Background: an optimization exercise with open tools, aiming at small area. Do not read the settings as production practice. Only simulation tests tie the RTL to the original design; equivalence was not proved. The clock port is modelled as an ideal driver; clocking choices that lean on that would not hold on a real chip. Power is estimated from default activity; no workload was simulated.

==> flow/design.v (excerpt) <==
module para_ram_banked #(
   parameter int ADDR_WIDTH = 6,
   parameter int DATA_WIDTH = 24,
   parameter int NUM_PORTS  = 2,
   parameter int BANK_BITS  = 2
) (
   input  logic                            clk,
   input  logic                            rst_n,
   input  logic [NUM_PORTS-1:0]            req,
   input  logic [NUM_PORTS-1:0]            we,
   input  logic [NUM_PORTS*ADDR_WIDTH-1:0] addr,
   input  logic [NUM_PORTS*DATA_WIDTH-1:0] wdata,
   input  logic [NUM_PORTS*(DATA_WIDTH/8)-1:0] wmask,
   output logic [NUM_PORTS-1:0]            gnt,
   output logic [NUM_PORTS-1:0]            rvalid,
   output logic [NUM_PORTS*DATA_WIDTH-1:0] rdata,
   output logic                            init_busy
);
Size: roughly 1600 flip-flops.
Settings: LEC_CHECK=0, CAP_MARGIN=10, CORE_MARGIN=2, CORE_UTILIZATION=70, GPL_TIMING_DRIVEN=0, PLACE_DENSITY=0.78, SLEW_MARGIN=10, SYNTH_HIERARCHICAL=1; clock period 6.0 ns.
standard.sh (not shown) runs the stock make flow with config.mk's settings and CLKGATE_MAP_FILE= SYNTH_SCRIPT=/design/flow/synth_recipe.tcl, a recipe that flattens the netlist after the stock synthesis.
==> flow/flow/run.sh <==
#!/bin/bash
# The standard layout (standard.sh), with these changes:
#  - ports are buffered with the smallest buffer (buf_1) instead of the default choice;
#  - clock tree synthesis uses clkbuf_8 buffers and inserts no dummy loads;
#  - the repair steps insert only small buffers (flow/small_bufs.tcl).
# The make output goes to flow.log; each ORFS step keeps its own log under orfs/logs/.
set -euo pipefail
export BUFFER_PORTS_ARGS="-buffer_cell sky130_fd_sc_hd__buf_1"
export CTS_ARGS="-sink_clustering_enable -repair_clock_nets -buf_list sky130_fd_sc_hd__clkbuf_8 -sink_clustering_size 18 -sink_clustering_max_diameter 60 -dont_use_dummy_load"
hook=$PWD/flow/small_bufs.tcl
export PRE_FLOORPLAN_TCL=$hook PRE_GLOBAL_PLACE_TCL=$hook PRE_RESIZE_TCL=$hook PRE_CTS_TCL=$hook
export PRE_GLOBAL_ROUTE_TCL=$hook PRE_REPAIR_TIMING_POST_PLACE_TCL=$hook PRE_DETAIL_ROUTE_TCL=$hook
bash standard.sh > flow.log 2>&1
==> flow/flow/small_bufs.tcl <==
# Repair (slew, capacitance, timing) buffers: only the small buffers buf_1 and buf_2.
set_dont_use [get_lib_cells {sky130_fd_sc_hd__buf_4 sky130_fd_sc_hd__buf_6 sky130_fd_sc_hd__buf_8 sky130_fd_sc_hd__buf_12 sky130_fd_sc_hd__buf_16 sky130_fd_sc_hd__bufbuf_8 sky130_fd_sc_hd__bufbuf_16}]
The first run completed without violations.
==> next run, changes <==
--- a/flow/flow/run.sh
+++ b/flow/flow/run.sh
@@ -8,3 +8,3 @@
 export BUFFER_PORTS_ARGS="-buffer_cell sky130_fd_sc_hd__buf_1"
-export CTS_ARGS="-sink_clustering_enable -repair_clock_nets -buf_list sky130_fd_sc_hd__clkbuf_8 -sink_clustering_size 18 -sink_clustering_max_diameter 60 -dont_use_dummy_load"
+export CTS_ARGS="-sink_clustering_enable -repair_clock_nets -buf_list sky130_fd_sc_hd__clkbuf_8 -sink_clustering_size 16 -sink_clustering_max_diameter 60 -dont_use_dummy_load"
 hook=$PWD/flow/small_bufs.tcl
- CORE_UTILIZATION: 70 -> 78
- PLACE_DENSITY: 0.78 -> 0.86
Result: Clock skew rises by 0.033 ns; setup slack loses 0.16 ns; register-to-register slack loses 0.20 ns; routed wire length falls by 1.9%; sequential share of layout area stays flat; die area falls by 10%; design area barely changes; non-clock buffer count falls by 6.
==> next run, changes <==
- CORE_UTILIZATION: 78 -> 70
- PLACE_DENSITY: 0.86 -> 0.78
After rerunning:
- flip-flop and latch count is unchanged
- clock-buffer cell count went up by 2
- wire length came out higher slightly
- first-iteration DRC count falls by a little under a tenth
- sequential power hardly moves
- worst hold slack is about the same
- via count shrinks slightly
- maximum frequency goes up by a few percent
- final area hardly moves
==> next run, changes <==
- CORE_UTILIZATION: 70 -> 60
- GPL_TIMING_DRIVEN: 0 -> unset
- PLACE_DENSITY: 0.78 -> unset
The changed run ran to the end with no violations.
Global-route usage falls by 2.4 points.
Clock-buffer cell count rises by 4.
Core utilization falls by 10 points.
==> next run, changes <==
- CORE_UTILIZATION: 60 -> 70
- PLACE_DENSITY: unset -> 0.78
=>
- The new run passed the timing, DRC and antenna checks
- worst setup slack gets worse by 0.049 ns
- power fell by 1.1%
- die area fell by 14%
- cell count fell by 3.5%
- routed wire length fell by 7.7%
- non-clock buffer count fell by 13
- flip-flop and latch count stays the same

[static timing again, ports no longer ideal]
No port has a modelled driver above. Below, the same layouts with a new extraction and two added sets of constraints.
Step 1 (the two cells are an assumption about what drives the block):
set clk [get_ports {clk}]
set_driving_cell -lib_cell sky130_fd_sc_hd__clkbuf_16 $clk
set_driving_cell -lib_cell sky130_fd_sc_hd__buf_2 [delete_from_list [all_inputs] $clk]
Step 2 times the ports against the registers' clock, not the clock port: input delays grow and output delays shrink by t, the midpoint of the rising clock arrivals with the driver on.
a / b / c = no drivers / after step 1 / after step 2; a / b = the first two.
run	shift t [ns]	setup WS [ns]	worst setup path after step 2	pins driven straight from the clock port
the first run	0.838	0.921 / 0.918 / 0.080	input to register	1
the second run	0.832	0.762 / 0.766 / -0.066	input to register	1
the third run	0.824	0.936 / 0.934 / 0.110	input to register	1
the fourth run	0.889	1.125 / 1.129 / 0.241	input to register	1
the fifth run	0.840	1.077 / 1.085 / 0.259	input to register	1
Met with ideal ports but missed after step 2: setup timing in the second run. For the fourth run, which loses most, drivers alone change the setup slack by +0.004 ns; drivers and shift together by -0.884 ns.
